What follows belongs to an exercise in optimizing a design on an open flow for small area; a production flow would make more cautious choices. Function was checked by simulation only, so behaviour that the tests miss may differ from the original. Power and IR drop assume default switching activity.

===== design.v =====
package wb_regfile_pkg;
    localparam int unsigned DATA_W   = 32;
    localparam int unsigned ADDR_W   = 5;
    localparam int unsigned CNT_W    = 32;
    localparam int unsigned NUM_REGS = 2 ** ADDR_W;
    typedef logic [ADDR_W-1:0] reg_idx_t;
    typedef logic [DATA_W-1:0] word_t;
    typedef logic [CNT_W-1:0]  cnt_t;
    localparam reg_idx_t REG_ZERO = ADDR_W'(0);
endpackage
module wb_regfile_aoi3
(
    input  logic [2:0] s,
    input  logic [2:0] d,
    output logic       y
);
    assign y = ~|(s & d);
endmodule
module wb_regfile_nand4
(
    input  logic [3:0] a,
    output logic       y
);
    assign y = ~&a;
endmodule
module wb_regfile_nand3
(
    input  logic [2:0] a,
    output logic       y
);
    assign y = ~&a;
endmodule
module wb_regfile_or3
(
    input  logic [2:0] a,
    output logic       y
);
    assign y = |a;
endmodule
module wb_regfile_xnor2
(
    input  logic a,
    input  logic b,
    output logic y
);
    assign y = ~(a ^ b);
endmodule
module wb_regfile_xor2
(
    input  logic a,
    input  logic b,
    output logic y
);
    assign y = a ^ b;
endmodule
module wb_regfile_nxt
(
    input  logic q,
    input  logic en,
    input  logic en_n,
    input  logic w,
    output logic y
);
    assign y = ~((q | en) & (w | en_n));
endmodule
module wb_regfile_nor2
(
    input  logic a,
    input  logic b,
    output logic y
);
    assign y = ~(a | b);
endmodule
module wb_regfile_nand2
(
    input  logic a,
    input  logic b,
    output logic y
);
    assign y = ~(a & b);
endmodule
module wb_regfile_and2
(
    input  logic a,
    input  logic b,
    output logic y
);
    assign y = a & b;
endmodule
module wb_regfile_inv
(
    input  logic a,
    output logic y
);
    assign y = ~a;
endmodule
module wb_regfile_rdbit
(
    input  logic [32:0] sel,
    input  logic [32:0] d,
    input  logic        p,
    output logic        q
);
    logic [10:0] n;
    logic [2:0]  x;
    logic        o;
    for (genvar g = 0; g < 11; g++) begin : g_aoi
        wb_regfile_aoi3 u_aoi (.s(sel[3*g +: 3]), .d(d[3*g +: 3]), .y(n[g]));
    end
    wb_regfile_nand4 u_x0 (.a(n[3:0]), .y(x[0]));
    wb_regfile_nand4 u_x1 (.a(n[7:4]), .y(x[1]));
    wb_regfile_nand3 u_x2 (.a(n[10:8]), .y(x[2]));
    wb_regfile_or3   u_o  (.a(x), .y(o));
    wb_regfile_xor2  u_q  (.a(o), .b(p), .y(q));
endmodule
module wb_regfile_rdsel
(
    input  logic [32:0]                                  sel,
    input  logic [32:0][wb_regfile_pkg::DATA_W-1:0]      d,
    input  logic                                         p,
    output wb_regfile_pkg::word_t                        q
);
    for (genvar b = 0; b < wb_regfile_pkg::DATA_W; b++) begin : g_bit
        logic [32:0] db;
        for (genvar i = 0; i < 33; i++) begin : g_col
            assign db[i] = d[i][b];
        end
        wb_regfile_rdbit u_bit (.sel(sel), .d(db), .p(p), .q(q[b]));
    end
endmodule
module wb_regfile_regfile_2r1w
(
    input  logic     clk,
    input  logic     rst,
    input  logic     wr,         
    input  logic     wsel,       
    input  wb_regfile_pkg::reg_idx_t waddr,
    input  wb_regfile_pkg::word_t    wdata,      
    input  wb_regfile_pkg::word_t    wdata_a,
    input  wb_regfile_pkg::word_t    wdata_b,
    input  wb_regfile_pkg::reg_idx_t raddr1,
    input  wb_regfile_pkg::reg_idx_t raddr2,
    output wb_regfile_pkg::word_t    rdata1,
    output wb_regfile_pkg::word_t    rdata2
);
    localparam int unsigned N = wb_regfile_pkg::NUM_REGS;
    logic phase;
    logic rst_n;
    wb_regfile_pkg::word_t regs [1:N-1];
    logic [32:0][wb_regfile_pkg::DATA_W-1:0] d;
    wb_regfile_pkg::word_t wq, wx;
    logic [N-1:1] en, en_n;
    logic [32:0] sel1, sel2;
    logic byp1, byp2;
    logic p1, p2;
    logic [3:0] lo1_n, lo2_n, wlo;
    logic [7:0] hi1_n, hi2_n, whi;
    always_ff @(posedge clk) begin
        phase <= !rst && !phase;
    end
    assign rst_n = !rst;
    for (genvar b = 0; b < wb_regfile_pkg::DATA_W; b++) begin : g_wq
        wb_regfile_xnor2 u_x (.a(wdata[b]), .b(phase), .y(wx[b]));
        wb_regfile_nand2 u_n (.a(rst_n), .b(wx[b]), .y(wq[b]));
    end
    assign byp1 = wr && (raddr1 == waddr) && (raddr1 != wb_regfile_pkg::REG_ZERO);
    assign byp2 = wr && (raddr2 == waddr) && (raddr2 != wb_regfile_pkg::REG_ZERO);
    assign sel1[31] = byp1 && wsel;
    assign sel1[32] = byp1 && !wsel;
    assign sel2[31] = byp2 && wsel;
    assign sel2[32] = byp2 && !wsel;
    assign d[31] = wdata_a;
    assign d[32] = wdata_b;
    assign p1 = phase && !byp1 && (raddr1 != wb_regfile_pkg::REG_ZERO);
    assign p2 = phase && !byp2 && (raddr2 != wb_regfile_pkg::REG_ZERO);
    for (genvar k = 0; k < 4; k++) begin : g_lo
        assign lo1_n[k] = !(!byp1 && (raddr1[1:0] == 2'(k)));
        assign lo2_n[k] = !(!byp2 && (raddr2[1:0] == 2'(k)));
        assign wlo[k]   = wr && (waddr[1:0] == 2'(k));
    end
    for (genvar j = 0; j < 8; j++) begin : g_hi
        assign hi1_n[j] = !(raddr1[4:2] == 3'(j));
        assign hi2_n[j] = !(raddr2[4:2] == 3'(j));
        assign whi[j]   = (waddr[4:2] == 3'(j));
    end
    for (genvar i = 1; i < N; i++) begin : g_reg
        wb_regfile_pkg::word_t nxt;
        logic dec_n;
        wb_regfile_nand2 u_dec  (.a(wlo[i%4]), .b(whi[i/4]), .y(dec_n));
        wb_regfile_nand2 u_en   (.a(dec_n), .b(rst_n), .y(en[i]));
        wb_regfile_inv   u_en_n (.a(en[i]), .y(en_n[i]));
        wb_regfile_nor2  u_sel1 (.a(lo1_n[i%4]), .b(hi1_n[i/4]), .y(sel1[i-1]));
        wb_regfile_nor2  u_sel2 (.a(lo2_n[i%4]), .b(hi2_n[i/4]), .y(sel2[i-1]));
        assign d[i-1] = regs[i];
        for (genvar b = 0; b < wb_regfile_pkg::DATA_W; b++) begin : g_bit
            wb_regfile_nxt u_nxt (
                .q    (regs[i][b]),
                .en   (en[i]),
                .en_n (en_n[i]),
                .w    (wq[b]),
                .y    (nxt[b])
            );
        end
        always_ff @(posedge clk) begin
            regs[i] <= nxt;
        end
    end
    wb_regfile_rdsel u_rd1 (.sel(sel1), .d(d), .p(p1), .q(rdata1));
    wb_regfile_rdsel u_rd2 (.sel(sel2), .d(d), .p(p2), .q(rdata2));
endmodule
module wb_regfile
(
    input  logic         clk,
    input  logic         rst,
    input  logic         wbWriteBack,
    input  logic         wbMemRead,
    input  wb_regfile_pkg::reg_idx_t     wbDestReg,
    input  wb_regfile_pkg::word_t        wbALURes,
    input  wb_regfile_pkg::word_t        wbMemData,
    input  wb_regfile_pkg::reg_idx_t     readReg1,
    input  wb_regfile_pkg::reg_idx_t     readReg2,
    output wb_regfile_pkg::word_t        readData1,
    output wb_regfile_pkg::word_t        readData2,
    output logic         fwdValid,
    output wb_regfile_pkg::reg_idx_t     fwdReg,
    output wb_regfile_pkg::word_t        fwdData,
    output wb_regfile_pkg::cnt_t         retiredCount
);
    wb_regfile_pkg::word_t result;
    logic  we;
    wb_regfile_pkg::cnt_t  count_q;
    always_comb begin
        result = wbMemRead ? wbMemData : wbALURes;
        we     = wbWriteBack && (wbDestReg != wb_regfile_pkg::REG_ZERO);
    end
    wb_regfile_regfile_2r1w u_rf (
        .clk    (clk),
        .rst    (rst),
        .wr     (wbWriteBack),
        .wsel   (wbMemRead),
        .waddr  (wbDestReg),
        .wdata  (result),
        .wdata_a(wbMemData),
        .wdata_b(wbALURes),
        .raddr1 (readReg1),
        .raddr2 (readReg2),
        .rdata1 (readData1),
        .rdata2 (readData2)
    );
    wb_regfile_counter u_cnt (
        .clk    (clk),
        .rst    (rst),
        .inc    (we),
        .count  (count_q)
    );
    assign fwdValid     = we;
    assign fwdReg       = wbDestReg;
    assign fwdData      = result;
    assign retiredCount = count_q;
endmodule
module wb_regfile_counter
(
    input  logic                 clk,
    input  logic                 rst,
    input  logic                 inc,
    output wb_regfile_pkg::cnt_t count
);
    wb_regfile_pkg::cnt_t pre;       
    wb_regfile_pkg::cnt_t tog_n;     
    wb_regfile_pkg::cnt_t keep_n;    
    wb_regfile_pkg::cnt_t count_d;
    assign pre[0] = 1'b1;
    assign pre[1] = count[0];
    for (genvar i = 2; i < wb_regfile_pkg::CNT_W; i++) begin : g_pre
        wb_regfile_and2 u_p (.a(pre[i-1]), .b(count[i-1]), .y(pre[i]));
    end
    for (genvar i = 0; i < wb_regfile_pkg::CNT_W; i++) begin : g_bit
        if (i == 0) begin : g_t0
            wb_regfile_inv   u_t (.a(inc), .y(tog_n[i]));
        end else begin : g_t
            wb_regfile_nand2 u_t (.a(inc), .b(pre[i]), .y(tog_n[i]));
        end
        wb_regfile_xor2  u_x (.a(count[i]), .b(tog_n[i]), .y(keep_n[i]));
        wb_regfile_nor2  u_d (.a(rst), .b(keep_n[i]), .y(count_d[i]));
    end
    always_ff @(posedge clk) begin
        count <= count_d;
    end
endmodule

===== flow/run.sh =====
#!/bin/bash
# Own layout flow: the standard flow (standard.sh, with its standard synthesis), with
# - plain buf_1 cells as the port buffers (repair still resizes them where needed),
# - a clock tree of clkbuf_4 cells over small clusters of flip-flops, without dummy loads,
# - power recovery (downsizing of gates off the critical paths) after global routing.
# Each make step's full tool output is in orfs/logs/; make's own output goes to flow_make.log.
set -euo pipefail
cd "$(dirname "$0")/.."
CTS="-sink_clustering_enable -repair_clock_nets -buf_list sky130_fd_sc_hd__clkbuf_4"
CTS="$CTS -sink_clustering_size 8 -sink_clustering_max_diameter 50 -dont_use_dummy_load"
bash standard.sh \
    "BUFFER_PORTS_ARGS=-buffer_cell sky130_fd_sc_hd__buf_1" \
    "CTS_ARGS=$CTS" \
    RECOVER_POWER=100 \
    finish > flow_make.log 2>&1

===== standard.sh =====
#!/bin/bash
# synth_recipe.tcl (not shown) runs the flow's synth.tcl, then flattens the netlist and writes it again
# the make line also repeats each setting of config.mk as NAME=value (left out here)
make -C /OpenROAD-flow-scripts/flow DESIGN_CONFIG=/design/flow/config.mk WORK_HOME=/design/flow/orfs CLKGATE_MAP_FILE= SYNTH_SCRIPT=/design/flow/synth_recipe.tcl "${@:-finish}"

===== config.mk =====
export PLATFORM = sky130hd
export DESIGN_NAME = wb_regfile
export DESIGN_NICKNAME = wb_regfile
export VERILOG_FILES = /design/flow/design.v
export SDC_FILE = /design/flow/constraint.sdc
export NUM_CORES = 4
export LEC_CHECK = 0
export CAP_MARGIN = 20
export CORE_MARGIN = 2
export CORE_UTILIZATION = 45
export SETUP_SLACK_MARGIN = 0.1
export SLEW_MARGIN = 20
export SYNTH_HIERARCHICAL = 1

===== constraint.sdc =====
create_clock -name core_clock -period 6.5 [get_ports {clk}]
set_input_delay 1.3000 -clock core_clock [delete_from_list [all_inputs] [get_ports {clk}]]
set_output_delay 1.3000 -clock core_clock [all_outputs]
set_load 0.01 [all_outputs]

==> results of run 1 <==
==> modules after synthesis (local to each module, per instance), excerpt <==
module / flip-flops and latches / times used / cell area, sq um
wb_regfile_xnor2: 0 / 32 / 8.758
wb_regfile_counter: 32 / 1 / 648.1
wb_regfile_nxt: 0 / 992 / 6.256
wb_regfile_or3: 0 / 64 / 6.256
wb_regfile_xor2: 0 / 96 / 8.758
wb_regfile_nand3: 0 / 64 / 5.005
wb_regfile_nand4: 0 / 128 / 6.256
wb_regfile_nor2: 0 / 94 / 3.754
wb_regfile: 0 / 1 / 440.4
wb_regfile_inv: 0 / 32 / 3.754
wb_regfile_aoi3: 0 / 704 / 10.01
wb_regfile_and2: 0 / 30 / 6.256
wb_regfile_nand2: 0 / 125 / 3.754
wb_regfile_regfile_2r1w: 993 / 1 / 20490
==> timing repair <==
action	4_1_cts	5_1_grt
endpoints found under the hold margin	0	0
endpoints found under the setup margin	0	4
buffers inserted	0	0
resized for setup	0	2
==> sequential cells by signal (all words and copies together), names as in the netlist <==
signal and flops:
u_rf.regs 992, u_cnt.count 32, u_rf.phase 1
==> logic make-up (layout without fill, tap and decap cells) <==
logic type / count (synthesis) / in the layout / share of synthesized area (%)
muxes: 32 / 32 / 0.9335
buffers and inverters: 53 / 560 / 0.7617
AOI/OAI and AO/OA: 1707 / 1707 / 34.53
and+or+nand+nor: 558 / 558 / 7.478
other: 0 / 20 / 0
DFF: 1025 / 1025 / 53.16
xor gates and xnor gates: 138 / 138 / 3.131
==> layout by cell type, fill, tap and decap left out, types with 4 or more instances in the layout <==
cell,instances
clkbuf_1,36
and2_1,15
nand2_1,120
nand4_1,130
or3b_2,4
nor2b_1,4
clkbuf_4,148
and2_0,17
xnor2_1,42
nor2_4,52
clkbuf_2,5
nor2_1,39
o22ai_1,992
xor2_1,96
inv_1,33
nand3b_1,6
mux2_1,32
diode_2,20
buf_1,208
nand2_2,12
nand3_1,66
nor3b_1,4
buf_4,124
nor2_2,9
a222oi_1,704
or3_1,64
dfxtp_1,1024
==> metal layers <==
layer	vias up	part of all wire, %	routed length, um	GRT usage, %
li1	17030	-	-	-
met1	20150	35	67500	51.13
met2	3789	40	76000	56.23
met3	790	17	31630	16.22
met4	14	8.0	15200	28.27
met5	-	0.11	216	1.028
==> worst max-delay path, delay by kind of cell <==
kind                   cells  cell delay [ns]
buffers and inverters      3             0.69
XOR/XNOR                   2             0.64
AND/OR/NAND/NOR            4             1.75
AO/OA/AOI/OAI              2             0.68
==> report_power, final <==
part	switching (uW)	internal [uW]	total (uW)
Clock	2200	1050	3250
Sequential	644	7120	7760
Combinational	1570	780	2350
Total	4410	8950	13400
==> through the flow <==
stage               cell area, sq um  worst slack [ns]  utilization, %  power (uW)
floorplan                      38610            0.1552               -        9002
global placement               42390            0.2534           49.79       10030
detailed placement             42410            0.2859           49.81       10080
CTS                            43520            0.2547           51.12       13190
global route                   43480           0.09189           51.06       13760
finish                         43510            0.1175           51.09       13360
==> layout make-up <==
type	instances	area [sq um]
sequential	1025	20520
inverter	34	127.6
fill	8130	41640
timing repair buffer	378	1978
tap	1144	1431
multi-input combinational	2435	18290
antenna	20	50.05
clock buffer	148	1111
==> final timing paths <==
path,end,depth (start not counted),startpoint,slack (ns)
max,readData1[8],11,readReg1[4],0.12
min,u_rf.regs[26][7],1,u_rf.regs[26][7],0.47
max reg2reg,u_cnt.count[31],33,u_cnt.count[0],0.60
min reg2reg,u_rf.regs[26][7],1,u_rf.regs[26][7],0.47
==> reports/summary.txt, run 1 <==
Status - complete, but fails checks
Failed Checks - max-capacitance violations, max-slew violations
Total congestion overflow - 0
Async set-reset flop share out of synthesis - 0%
Synthesis-to-layout area growth - 12.71%
Die ar. - 88130 sq um
Slowest stage delay, CP - 0.94 ns
Final Cycle Share - 98.19%
Hold Vio Cnt, Final - 0
Buffers added on ports - 216
Synth cell types - 36
RSZ-0062 raised after global routing - no
Crit. End Element - output pin
# hold bufs at CTS - 0
Number of routed nets with antenna violations - 0
Reg clk slew, reported paths - 0.08 ns
Iter 0 DRT Violations - 10290
Min-delay worst type - reg -> reg
GPL Wtd Cong - 0.9652
Total iterations of the first detailed-routing run - 14
CP max FO - 26
Max VDD drop - 0.1898 mV
Top FF cell, synth - dfxtp_1
Synth top cells by count - 1025 x dfxtp_1, 992 x o22ai_1, 704 x a222oi_1
Clk Latency, worst-skew pair - 1.14 ns
Placed cell count - 5013
Skew final - 0.09211 ns
WL/cell - 36.76 um
Fraction of layout cells with a size suffix above 1 - 9.353%
# rows - 107
Root Driver - clkbuf_4
Synth Warn # - 11
CTS Buffer Depth - 3
First-pass GRT wire length - 266000 um
Via Count - 41770
Critical path, cell by cell - clkbuf_1 -> xnor2_1 -> and4_1 -> a311o_1 -> buf_12 -> nor2_4 -> a222oi_1 -> nand4_1 -> or3_1 -> xor2_1 -> buf_1
Slowest library cell on the worst path - nor2_4
Net Count, Synth - 3596
Num CTS Buffers - 148
Vias in the first global route - 38510
Gr usage total - 40.57%
Area share of the largest cell type after synthesis - 53.16%
Area contributors post-synth - dfxtp_1 53%, a222oi_1 18%, o22ai_1 16%
Max-capacitance violation count - 31
Hpwl dp - 115000 um
Minimum clock period - 6.383 ns
Flops & latches, synth - 1025
Initial Util - 45.33%
# clock sinks - 1025
CTS tree - done
Hold WS - 0.4728 ns
Setup TNS - 0 ns
Critical path type - in -> out
# DRC - 0
Register area share after synthesis - 53.16%
Slew margin rel. - -45.91%
Worst EP required - 5.20 ns
Pleak - 0.01510 uW
EDFF count, synth - 0
Power Dens Cells - 307.0 nW/um^2
H-Tree Depth - 4
Vias per inst - 8.057
Worst Tran Pin Value - 2.189 ns
Die Width - 296.9 um
Max frequency - 0.1567 GHz
Count leader, synth - dfxtp_1
DIE HEIGHT - 296.9 um
Cells after Synth - 3513
Finished Layout Cells - 5184
Top-Level Pins - 217
Initial antenna violation count - 20
CP arrival - 5.08 ns
Largest net degree at the start of global routing - 35
# nets final - 4105
Post-synth top area cell - dfxtp_1
Core ar. - 85150 sq um
Final WL - 190600 um
Final setup fails - 0
Startpoint types - input pin
Synthesized area - 38600 sq um
Post-Syn Area per Cell - 10.99 sq um
Max-slew violations - 993
==> run 2: changes to the inputs <==
==> flow/run.sh (replaced) <==
#!/bin/bash
# Own layout flow: the standard flow (standard.sh, with its standard synthesis), with
# - plain buf_1 cells as the port buffers (repair still resizes them where needed),
set -euo pipefail
cd "$(dirname "$0")/.."
CTS="-sink_clustering_enable -repair_clock_nets -buf_list sky130_fd_sc_hd__clkbuf_4"
CTS="$CTS -sink_clustering_size 8 -sink_clustering_max_diameter 50 -dont_use_dummy_load"
bash standard.sh \
    "BUFFER_PORTS_ARGS=-buffer_cell sky130_fd_sc_hd__buf_1" \
    "CTS_ARGS=$CTS" \
    finish > flow_make.log 2>&1
==> run 2 against run 1 <==
Against the previous run: now clean on timing, DRC and antenna; combinational power barely moved; via count about the same; core utilization grew 0.16 points; largest cell class unchanged.
==> reports/summary.txt, run 2 <==
Slowest stage delay, CP - 0.98 ns (+0.04 ns)
Slowest library cell on the worst path - nor2_4
Critical path type - in -> out
Most common cell after layout, fill and taps aside - dfxtp_1
Crit path buffers/inverters - 3 (unchanged)
PnR worst setup slack - 0.1114 ns (-0.006090 ns)
Power Dens Cells - 306.1 nW/um^2 (-0.29%)
Largest register by flop count - u_rf.regs
Num CTS Buffers - 148 (unchanged)
Worst Tran Pin Value - 1.326 ns (-0.8623 ns)
RSZ-0062 raised after global routing - no
Hpwl dp - 115000 um (unchanged)
CP arrival - 5.09 ns (about the same)
Gr usage total - 40.57% (unchanged)
CTS Buffer Depth - 3 (unchanged)
Top-Level Pins - 217 (unchanged)
Synth Warn # - 11 (unchanged)
DIE HEIGHT - 296.9 um (unchanged)
Fraction of layout cells with a size suffix above 1 - 11.14% (+1.8 points)
Vias per inst - 8.062 (about the same)
Startpoint types - input pin
Largest net degree at the start of global routing - 35 (unchanged)
Crit. End Element - output pin
# rows - 107 (unchanged)
CP max FO - 26 (unchanged)
Total iterations of the first detailed-routing run - 17 (+3)
Leading cell types in the layout, fill and taps excluded - 1024 x dfxtp_1, 992 x o22ai_1, 704 x a222oi_1
Synthesis-to-layout area growth - 13.07%
Synth top cells by count - 1025 x dfxtp_1, 992 x o22ai_1, 704 x a222oi_1
# fillers - 8099 (-0.38%)
Vias in the first global route - 38510 (unchanged)
Max VDD drop - 0.1826 mV (-3.8%)
Root Driver - clkbuf_4
Final Cycle Share - 98.29% (about the same)
Mux cell area share after synthesis - 0.9335% (unchanged)
Simple-gate share of the synthesized area - 7.478% (unchanged)
Via Count - 41760 (-0.017%)
Cells after Synth - 3513 (unchanged)
Synth cell types - 36 (unchanged)
Critical path, cell by cell - buf_1 -> xnor2_1 -> and4_1 -> a311o_1 -> buf_12 -> nor2_4 -> a222oi_1 -> nand4_1 -> or3_1 -> xor2_1 -> buf_1
Synthesized area - 38600 sq um (unchanged)
Core ar. - 85150 sq um (unchanged)
First-pass GRT wire length - 266000 um (unchanged)
Count leader, synth - dfxtp_1
Post-Syn Area per Cell - 10.99 sq um (unchanged)
Flops & latches, synth - 1025 (unchanged)
Async set-reset flop share out of synthesis - 0% (unchanged)
Max frequency - 0.1565 GHz (about the same)
Minimum clock period - 6.389 ns (+0.006090 ns)
Adder-Cell Fraction of Synth Area - 0% (unchanged)
Multi-input gate area - 18320 sq um (+0.16%)
Slew margin rel. - 11.49% (+57 points)
Hold Vio Cnt, Final - 0 (unchanged)
H-Tree Depth - 4 (unchanged)
Reg clk slew, reported paths - 0.09 ns (about the same)
# DRC - 0 (unchanged)
XOR/XNOR share of the synthesized area - 3.131% (unchanged)
Clk Latency, worst-skew pair - 1.11 ns (-0.03 ns)
Die Width - 296.9 um (unchanged)
Buffers added on ports - 216 (unchanged)
Max reg flops - 992 (unchanged)
Hold Path Cell Cnt - 1 (unchanged)
Iter 0 DRT Violations - 10200 (-0.92%)
Initial Util - 45.33% (unchanged)
Setup WS pre-CTS - 0.2859 ns (unchanged)
Top FF cell, synth - dfxtp_1
Final setup fails - 0 (unchanged)
Largest registers - u_rf.regs x992, u_cnt.count x32, u_rf.phase x1
Compound-Gate Fraction of Synth Area - 34.53% (unchanged)
Number of routed nets with antenna violations - 0 (unchanged)
Critical path depth in cells - 11 (unchanged)
EDFF count, synth - 0 (unchanged)
# hold bufs at CTS - 0 (unchanged)
Delay-heaviest family, CP - simple AND/OR/NAND/NOR gates
Area contributors post-synth - dfxtp_1 53%, a222oi_1 18%, o22ai_1 16%
WL/cell - 36.78 um (about the same)
FF/Latch Area - 20520 sq um (unchanged)
Most frequent CP cell - buf_1
Area share of the largest cell type after synthesis - 53.16% (unchanged)
Initial antenna violation count - 20 (unchanged)
Die ar. - 88130 sq um (unchanged)
GPL Wtd Cong - 0.9652 (unchanged)
Status - finished clean
Final WL - 190500 um (about the same)
# nets final - 4105 (unchanged)
Main combinational cell family by area after synthesis - compound AO/OA/AOI/OAI gates
Skew final - 0.07926 ns (-0.01285 ns)
Setup TNS - 0 ns (unchanged)
Post-synth top area cell - dfxtp_1
R2R depth - 33 (unchanged)
Min-delay worst type - reg -> reg
Total congestion overflow - 0 (unchanged)
Max-slew violations - 0 (-100%)
Worst EP required - 5.20 ns (about the same)
Pleak - 0.01522 uW (+0.82%)
Max-capacitance violation count - 0 (-100%)
Register area share after synthesis - 53.16% (unchanged)
CTS tree - done
# clock sinks - 1025 (unchanged)
Net Count, Synth - 3596 (unchanged)
[run 2: worst register-to-register path: cells and delay by family, from the launching register on]
family,cells,cell delay [ns]
DFF,1,0.34
xor gates and xnor gates,1,0.14
and+or+nand+nor,32,5.12
[run 2: final cells by class]
| class | instances | area share [%] |
|---|---|---|
| Multi-Input combinational cell | 2435 | 41.97 |
| Timing Repair Buffer | 378 | 4.807 |
| Tap cell | 1144 | 3.280 |
| Clock buffer | 148 | 2.546 |
| Antenna cell | 16 | 0.09174 |
| Sequential cell | 1025 | 47.02 |
| Inverter | 34 | 0.2924 |
[run 2: what timing repair did]
action                     in CTS  in global routing
buffers inserted                0                  0
hold endpoints to repair        0                  0
resized for setup               0                  2
setup endpoints to repair       0                  4
[run 2: routing by layer]
metal / global-route usage [%] / vias up / wire, um
met2: 56.23 / 3856 / 76270
met1: 51.13 / 20120 / 68070
met3: 16.22 / 763 / 31040
met5: 1.028 / - / 197
li1: - / 17010 / -
met4: 28.27 / 14 / 14920
[run 2: logic make-up (layout without fill, tap and decap cells)]
logic type / Yosys count / after routing
and+or+nand+nor: 558 / 558
xor gates and xnor gates: 138 / 138
AOI/OAI and AO/OA: 1707 / 1707
buffers and inverters: 53 / 560
muxes: 32 / 32
DFF: 1025 / 1025
other: 0 / 16
[run 2: where the power goes]
group,internal (uW),switching [uW]
clock,1050,2200
sequential,7120,646
combinational,785,1560
[run 2: metrics by stage]
step | hold slack [ns] | power, uW | util (%) | area, sq um | instances
2_1_floorplan | 0.4415 | 9002 | - | 38610 | 3513
4_1_cts | 0.4725 | 13190 | 51.12 | 43520 | 5161
3_5_place_dp | 0.4587 | 10080 | 49.81 | 42410 | 5013
3_3_place_gp | 0.4503 | 10030 | 49.79 | 42390 | 5012
5_1_grt | 0.4865 | 13760 | 51.24 | 43630 | 5173
6_report | 0.4734 | 13360 | 51.26 | 43650 | 5180
[run 2: per-module statistics from Yosys (local to each module, per instance), a selection]
module,cell area (sq um),times used,flops+latches
wb_regfile_regfile_2r1w,20490,1,993
wb_regfile_counter,648.1,1,32
wb_regfile,440.4,1,0
wb_regfile_aoi3,10.01,704,0
wb_regfile_xnor2,8.758,32,0
wb_regfile_xor2,8.758,96,0
wb_regfile_and2,6.256,30,0
wb_regfile_nand4,6.256,128,0
wb_regfile_nxt,6.256,992,0
wb_regfile_or3,6.256,64,0
wb_regfile_nand3,5.005,64,0
wb_regfile_inv,3.754,32,0
wb_regfile_nand2,3.754,125,0
wb_regfile_nor2,3.754,94,0
[run 2: final timing paths]
| kind | start | endpoint | slack [ns] |
|---|---|---|---|
| max | readReg1[4] | readData1[8] | 0.11 |
| min | u_rf.regs[2][15] | u_rf.regs[2][15] | 0.47 |
| max reg2reg | u_cnt.count[0] | u_cnt.count[31] | 0.78 |
| min reg2reg | u_rf.regs[2][15] | u_rf.regs[2][15] | 0.47 |
==> run 3: changes to the inputs <==
--- a/config.mk
+++ b/config.mk
@@ -8,6 +8,7 @@
 export CAP_MARGIN = 20
 export CORE_MARGIN = 2
 export CORE_UTILIZATION = 45
+export PLACE_DENSITY = 0.7
 export SETUP_SLACK_MARGIN = 0.1
 export SLEW_MARGIN = 20
 export SYNTH_HIERARCHICAL = 1
==> run 3 against run 2 <==
Against the previous run: the layout now fails its checks (negative setup slack); clock skew decreased by 0.012 ns; first-iteration DRC count increased by 16%; routed wire length decreased by 2.0%; critical endpoint is now readData2[26]; worst hold slack got worse by 0.0036 ns; fmax decreased by 2.4%; clock power decreased by 2%; die area unchanged; synthesized area unchanged; power decreased by 0.38%; sequential power about the same.
==> reports/summary.txt, run 3 <==
Status - complete, but fails checks
Failed Checks - negative setup slack
Largest register by flop count - u_rf.regs
RSZ-0062 raised after global routing - yes
Compound-Gate Fraction of Synth Area - 34.53% (unchanged)
Worst reg2reg path endpoint - u_cnt.count[31]
Max-slew violations - 0 (unchanged)
# DRC - 0 (unchanged)
CP max FO - 32 (+23%)
Simple-gate share of the synthesized area - 7.478% (unchanged)
PnR worst setup slack - -0.04374 ns (-0.1551 ns)
Largest registers - u_rf.regs x992, u_cnt.count x32, u_rf.phase x1
Synthesis-to-layout area growth - 13.96%
Max VDD drop - 0.1888 mV (+3.4%)
Synthesized area - 38600 sq um (unchanged)
Num CTS Buffers - 148 (unchanged)
Fraction of layout cells with a size suffix above 1 - 11.26% (+0.11 points)
Hold Path Cell Cnt - 1 (unchanged)
Setup WS pre-CTS - 0.3293 ns (+0.04334 ns)
Max frequency - 0.1528 GHz (-2.4%)
Gr usage total - 39.78% (-0.80 points)
Synth Warn # - 11 (unchanged)
Max-capacitance violation count - 0 (unchanged)
Skew final - 0.06742 ns (-0.01184 ns)
Area contributors post-synth - dfxtp_1 53%, a222oi_1 18%, o22ai_1 16%
Buffers added on ports - 216 (unchanged)
# nets final - 4127 (+0.54%)
Number of routed nets with antenna violations - 0 (unchanged)
FF-to-FF setup slack - 0.95 ns (+0.17 ns)
Hold EP - u_rf.regs[11][28]
Slew margin rel. - 12.26% (+0.77 points)
Net Count, Synth - 3596 (unchanged)
Final Cycle Share - 100.7% (+2.4 points)
Vias in the first global route - 39590 (+2.8%)
Power Dens Cells - 302.6 nW/um^2 (-1.2%)
Vias per inst - 8.264 (+2.5%)
Synth cell types - 36 (unchanged)
Count leader, synth - dfxtp_1
Critical path type - in -> out
R2R depth - 33 (unchanged)
Most common cell after layout, fill and taps aside - dfxtp_1
Reg2reg start - u_cnt.count[0]
Post-synth top area cell - dfxtp_1
Hpwl dp - 112600 um (-2.1%)
Finished Layout Cells - 5193 (+0.25%)
Die Width - 296.9 um (unchanged)
# rows - 107 (unchanged)
Placed cell count - 5025 (+0.24%)
Min-delay worst type - reg -> reg
Final setup fails - 2 (+2)
XOR/XNOR share of the synthesized area - 3.131% (unchanged)
DIE HEIGHT - 296.9 um (unchanged)
CTS Buffer Depth - 3 (unchanged)
Cells after Synth - 3513 (unchanged)
Area share of the largest cell type after synthesis - 53.16% (unchanged)
Hold_sp - u_rf.regs[11][28]
# fillers - 7851 (-3.1%)
Main combinational cell family by area after synthesis - compound AO/OA/AOI/OAI gates
Startpoint types - input pin
Adder-Cell Fraction of Synth Area - 0% (unchanged)
Reg clk slew, reported paths - 0.08 ns (about the same)
Max reg flops - 992 (unchanged)
CTS tree - done
Post-Syn Area per Cell - 10.99 sq um (unchanged)
Via Count - 42920 (+2.8%)
Leading cell types in the layout, fill and taps excluded - 1024 x dfxtp_1, 992 x o22ai_1, 704 x a222oi_1
Minimum clock period - 6.544 ns (+0.1551 ns)
Hold WS - 0.4698 ns (-0.003633 ns)
Crit. End Element - output pin
CP arrival - 5.24 ns (+0.15 ns)
Register area share after synthesis - 53.16% (unchanged)
GPL Wtd Cong - 0.9911 (+2.7%)
First-pass GRT wire length - 264200 um (-0.66%)
Iter 0 DRT Violations - 11830 (+16%)
Synth top cells by count - 1025 x dfxtp_1, 992 x o22ai_1, 704 x a222oi_1
H-Tree Depth - 4 (unchanged)
# hold bufs at CTS - 0 (unchanged)
# clock sinks - 1025 (unchanged)
Async set-reset flop share out of synthesis - 0% (unchanged)
Design area - 43990 sq um (+0.78%)
Die ar. - 88130 sq um (unchanged)
Top-Level Pins - 217 (unchanged)
EDFF count, synth - 0 (unchanged)
Clk Latency, worst-skew pair - 1.05 ns (-0.06 ns)
Initial Util - 45.33% (unchanged)
Root Driver - clkbuf_4
Worst EP required - 5.20 ns (about the same)
Cell Area, Placed - 42560 sq um (+0.35%)
Top FF cell, synth - dfxtp_1
Core ar. - 85150 sq um (unchanged)
Total iterations of the first detailed-routing run - 15 (-2)
Mux cell area share after synthesis - 0.9335% (unchanged)
Worst Tran Pin Value - 1.313 ns (-0.01324 ns)
Final WL - 186700 um (-2.0%)
Initial antenna violation count - 20 (unchanged)
Largest net degree at the start of global routing - 43 (+23%)
Flops & latches, synth - 1025 (unchanged)
Hold Vio Cnt, Final - 0 (unchanged)
Pleak - 0.01539 uW (+1.1%)
Total congestion overflow - 0 (unchanged)
WL/cell - 35.96 um (-2.2%)
[run 3: cell counts after synthesis]
Identical to the previous run, type by type.
[run 3: layer usage]
metal	routed length (um)	track usage [%]	vias to the layer above
met2	73650	55.18	4476
li1	-	-	17080
met3	32460	16.30	1006
met1	63640	48.99	20340
met5	43	0.2706	-
met4	16950	30.01	6
[run 3: worst max-delay path by stage]
| stage | startpoint | endpoint | slack (ns) | cells past startpoint |
|---|---|---|---|---|
| detailed placement | wbDestReg[3] | readData1[5] | 0.33 | 11 |
| global route | readReg2[4] | readData2[18] | 0.1 | 12 |
| global placement | wbDestReg[3] | readData1[5] | 0.32 | 11 |
| floorplan | wbDestReg[2] | readData1[0] | 0.16 | 8 |
| CTS | wbDestReg[3] | readData1[5] | 0.32 | 11 |
| finish | wbDestReg[0] | readData2[26] | -0.04 | 11 |
[run 3: critical path, cell delays in order]
cell and delay (ns):
buf_1 0.48, xnor2_1 0.19, and2_1 0.23, a311o_1 0.37, buf_4 0.21, nor2_4 0.98, a222oi_1 0.23, nand4_1 0.51
or3_1 0.26, xor2_1 0.25, buf_1 0.20
[run 3: timing repair]
item | 4_1_cts | 5_1_grt
gates resized for setup | 0 | 6
hold endpoints to repair | 0 | 0
buffers inserted | 0 | 2
setup endpoints to repair | 0 | 18
[run 3: power by group]
part,switching [uW],leakage (uW),internal (uW)
logic,1560,0.00609,799
clock network,2150,0.000681,1050
registers,649,0.00861,7120
total,4350,0.0154,8960
[run 3: metrics by stage]
stage / TNS [ns] / util (%) / total power [uW]
after global routing: 0 / 51.65 / 13650
after CTS: 0 / 51.29 / 13100
after global placement: 0 / 49.87 / 9976
final: -0.07115 / 51.66 / 13310
after floorplan: 0 / - / 9002
after detailed placement: 0 / 49.98 / 10060
[run 3: area by class of cell]
type | count | area [sq um] | area share [%]
multi-input combinational | 2435 | 18310 | 41.62
sequential | 1025 | 20520 | 46.65
clock buffer | 148 | 1111 | 2.526
timing repair buffer | 400 | 2470 | 5.615
inverter | 34 | 127.6 | 0.2901
tap | 1144 | 1431 | 3.254
antenna | 7 | 17.52 | 0.03982
[run 3: logic make-up (layout without fill, tap and decap cells)]
family / count (synthesis) / in the layout
compound gates: 1707 / 1707
flops: 1025 / 1025
simple gates: 558 / 558
xor+xnor: 138 / 138
buf+inv: 53 / 582
mux: 32 / 32
other cells: 0 / 7
[run 3: per-module statistics from Yosys (local to each module, per instance), a selection]
| module | cells | area, sq um | times used |
|---|---|---|---|
| wb_regfile_regfile_2r1w | 1076 | 20490 | 1 |
| wb_regfile | 43 | 440.4 | 1 |
| wb_regfile_aoi3 | 1 | 10.01 | 704 |
| wb_regfile_xnor2 | 1 | 8.758 | 32 |
| wb_regfile_nxt | 1 | 6.256 | 992 |
| wb_regfile_nand4 | 1 | 6.256 | 128 |
| wb_regfile_nand3 | 1 | 5.005 | 64 |
| wb_regfile_inv | 1 | 3.754 | 32 |
==> run 4: changes to the inputs <==
--- a/config.mk
+++ b/config.mk
@@ -7,8 +7,8 @@
 export LEC_CHECK = 0
 export CAP_MARGIN = 20
 export CORE_MARGIN = 2
-export CORE_UTILIZATION = 45
-export PLACE_DENSITY = 0.7
+export CORE_UTILIZATION = 50
+export PLACE_DENSITY = 0.65
 export SETUP_SLACK_MARGIN = 0.1
 export SLEW_MARGIN = 20
 export SYNTH_HIERARCHICAL = 1
==> run 4 against run 3 <==
Against the previous run: now clean on timing, DRC and antenna; synthesized cell count did not move; critical path depth did not move; count of clock-buffer cells in the layout did not move; non-clock buffer count rose by 5; combinational power barely moved; final area fell by 0.88%; synthesized area did not move; routed wire length fell by 2.0%; first-iteration DRC count fell by 1.7%; worst setup slack improved by 0.21 ns; flip-flop and latch count did not move; largest cell class unchanged; largest power group unchanged; highest routed layer unchanged.
==> reports/summary.txt, run 4 <==
Status - finished clean
Synth cell types - 36 (unchanged)
Wire length on met1 - 66000 um (+3.7%)
Delay-heaviest family, CP - simple AND/OR/NAND/NOR gates
Power Dens Cells - 306.0 nW/um^2 (+1.1%)
Placed cell count - 4926 (-2.0%)
Hpwl dp - 114200 um (+1.4%)
First-pass GRT wire length - 259000 um (-2.0%)
Max VDD drop - 0.1475 mV (-22%)
Num CTS Buffers - 148 (unchanged)
Final WL - 183100 um (-2.0%)
Vias per inst - 8.246 (-0.22%)
Total iterations of the first detailed-routing run - 15 (unchanged)
Top-Level Pins - 217 (unchanged)
Setup WS pre-CTS - 0.1959 ns (-0.1334 ns)
Area contributors post-synth - dfxtp_1 53%, a222oi_1 18%, o22ai_1 16%
Crit path buffers/inverters - 3 (unchanged)
Iter 0 DRT Violations - 11620 (-1.7%)
Reg clk slew, reported paths - 0.09 ns (about the same)
Largest net degree at the start of global routing - 47 (+9.3%)
Critical path type - in -> out
Via Count - 42010 (-2.1%)
Most common cell after layout, fill and taps aside - dfxtp_1
Clk Latency, worst-skew pair - 1.03 ns (-0.02 ns)
GPL Wtd Cong - 0.9918 (about the same)
Fin util - 57.22% (+5.6 points)
DIE HEIGHT - 281.8 um (-5.1%)
DR WL met3 - 31420 um (-3.2%)
Core ar. - 76200 sq um (-11%)
Max frequency - 0.1578 GHz (+3.2%)
Synthesis-to-layout area growth - 12.96%
Synth top cells by count - 1025 x dfxtp_1, 992 x o22ai_1, 704 x a222oi_1
# nets final - 4132 (+0.12%)
Worst Tran Pin Value - 1.289 ns (-0.02438 ns)
Max-slew violations - 0 (unchanged)
Largest registers - u_rf.regs x992, u_cnt.count x32, u_rf.phase x1
Total congestion overflow - 0 (unchanged)
EDFF count, synth - 0 (unchanged)
Top FF cell, synth - dfxtp_1
# rows - 101 (-5.6%)
Net Count, Synth - 3596 (unchanged)
Critical path, cell by cell - buf_1 -> xnor2_1 -> and4_1 -> a311o_1 -> nor2_2 -> buf_4 -> a222oi_1 -> nand4_1 -> or3_1 -> xor2_1 -> buf_1
Largest register by flop count - u_rf.regs
Fraction of layout cells with a size suffix above 1 - 11.34% (+0.085 points)
Finished Layout Cells - 5095 (-1.9%)
Most frequent CP cell - buf_1
# hold bufs at CTS - 0 (unchanged)
H-Tree Depth - 4 (unchanged)
Number of routed nets with antenna violations - 0 (unchanged)
Flops & latches, synth - 1025 (unchanged)
Hold Vio Cnt, Final - 0 (unchanged)
Register area share after synthesis - 53.16% (unchanged)
Synth Warn # - 11 (unchanged)
CP max FO - 18 (-44%)
Root Driver - clkbuf_4
Worst EP required - 5.20 ns (about the same)
Post-synth top area cell - dfxtp_1
Max-capacitance violation count - 0 (unchanged)
Skew final - 0.06238 ns (-0.005043 ns)
Buffers added on ports - 216 (unchanged)
Startpoint types - input pin
Async set-reset flop share out of synthesis - 0% (unchanged)
Die ar. - 79440 sq um (-9.9%)
PnR worst setup slack - 0.1613 ns (+0.2050 ns)
CP arrival - 5.04 ns (-0.20 ns)
Max Used Layer - met5
Final Cycle Share - 97.52% (-3.2 points)
Vias in the first global route - 38370 (-3.1%)
Initial Util - 50.65% (+5.3 points)
WL/cell - 35.93 um (about the same)
Pleak - 0.01535 uW (-0.23%)
Max reg flops - 992 (unchanged)
CTS Buffer Depth - 3 (unchanged)
Die Width - 281.8 um (-5.1%)
Synthesized area - 38600 sq um (unchanged)
Crit. End Element - output pin
# fillers - 6843 (-13%)
Min-delay worst type - reg -> reg
Post-Syn Area per Cell - 10.99 sq um (unchanged)
Slowest stage delay, CP - 0.94 ns (-0.04 ns)
Slowest library cell on the worst path - nor2_2
Initial antenna violation count - 18 (-10%)
RSZ-0062 raised after global routing - no
Setup TNS - 0 ns (+0.07115 ns)
Gr usage total - 44.14% (+4.4 points)
CTS tree - done
# DRC - 0 (unchanged)
Minimum clock period - 6.339 ns (-0.2050 ns)
Cells after Synth - 3513 (unchanged)
Slew margin rel. - 13.88% (+1.6 points)
Final setup fails - 0 (-2)
Count leader, synth - dfxtp_1
# clock sinks - 1025 (unchanged)
Met2 wire length - 71710 um (-2.6%)
Area share of the largest cell type after synthesis - 53.16% (unchanged)
Leading cell types in the layout, fill and taps excluded - 1024 x dfxtp_1, 992 x o22ai_1, 704 x a222oi_1
==> run 4: cell count changes in the layout (fill, tap and decap cells not counted), sizes merged <==
| cell | before | now |
|---|---|---|
| buf | 394 | 403 |
| clkbuf | 154 | 150 |
| diode | 7 | 18 |
==> run 4: worst reg2reg max path, delay by kind of cell (launching register included) <==
kind,cells,cell delay (ns)
AND/OR/NAND/NOR,32,5.00
flip-flops,1,0.34
XOR/XNOR,1,0.14
==> run 4: area by class of cell <==
cell class / instances / area [sq um] / area share (%)
Tap cell: 1030 / 1289 / 2.956
Clock buffer: 148 / 1111 / 2.548
Antenna cell: 18 / 45.04 / 0.1033
Timing Repair Buffer: 405 / 2302 / 5.280
Inverter: 34 / 127.6 / 0.2927
Multi-Input combinational cell: 2435 / 18210 / 41.76
Sequential cell: 1025 / 20520 / 47.06
==> run 4: modules after synthesis (local to each module, per instance), a selection <==
module,copies in the design,flops+latches
wb_regfile_or3,64,0
wb_regfile_xor2,96,0
wb_regfile_nand4,128,0
wb_regfile_aoi3,704,0
wb_regfile_and2,30,0
wb_regfile_nand2,125,0
wb_regfile_inv,32,0
wb_regfile_regfile_2r1w,1,993
wb_regfile_xnor2,32,0
==> run 4: per-layer routing <==
metal | vias up | global-route usage, %
li1 | 17080 | -
met1 | 20000 | 56.79
met2 | 4115 | 60.19
met3 | 819 | 18.51
met4 | 8 | 28.57
met5 | - | 0.7326
==> run 4: final timing paths <==
path | cells after the start | to | from | slack, ns
hold reg to reg | 1 | u_rf.regs[26][21] | u_rf.regs[26][21] | 0.47
hold / removal | 1 | u_rf.regs[26][21] | u_rf.regs[26][21] | 0.47
setup / recovery | 11 | readData1[18] | readReg1[4] | 0.16
setup reg to reg | 33 | u_cnt.count[31] | u_cnt.count[0] | 0.89
==> run 4: report_power, final <==
part | switching [uW] | total, uW | internal [uW]
clock network | 2190 | 3230 | 1050
logic | 1550 | 2340 | 789
registers | 655 | 7770 | 7120
==> run 4: repair_timing <==
action | CTS | global route
buffers inserted | 0 | 2
gates resized for setup | 0 | 6
setup endpoints to repair | 0 | 12
==> run 4: logic make-up after synthesis <==
kind of cell           synth area share, %
AO/OA/AOI/OAI                        34.53
multiplexers                        0.9335
buffers and inverters               0.7617
AND/OR/NAND/NOR                      7.478
flip-flops                           53.16
XOR/XNOR                             3.131
==> run 4: stage by stage <==
| stage | cell area, sq um | total power (uW) | hold WS [ns] |
|---|---|---|---|
| final | 43600 | 13340 | 0.4736 |
| after global routing | 43570 | 13710 | 0.4858 |
| after global placement | 42360 | 10010 | 0.4500 |
| after floorplan | 38610 | 9002 | 0.4415 |
| after CTS | 43480 | 13130 | 0.4726 |
| after detailed placement | 42360 | 10070 | 0.4587 |

## afterwards: timing with drivers on the ports
The flow's constraints put no driver on any port. The routed layouts listed below were extracted and timed again, unchanged, in two steps.
Step 1 sets driving cells, clkbuf_16 on the clock port and buf_2 on the other inputs (assumed; they add their load-dependent delay and slew).
Step 2, shift: input delay + t, output delay - t, t = (earliest + latest rising clock arrival at the registers) / 2. This alone moves slack from input paths to output paths.
a / b / c = no drivers / after step 1 / after step 2; a / b = the first two.
| run | t (ns) | setup WS [ns] | worst data-port slew with drivers (ns) |
|---|---|---|---|
| run 1 | 1.149 | 0.117 / 0.002 / 0.002 | 0.15 |
| run 2 | 1.123 | 0.111 / 0.049 / 0.049 | 0.14 |
| run 3 | 1.102 | -0.044 / -0.071 / -0.071 | 0.12 |
| run 4 | 1.092 | 0.161 / 0.048 / 0.048 | 0.14 |
The setup slack of run 1, which loses most, moves by -0.115 ns with the drivers and by -0.115 ns with both steps.
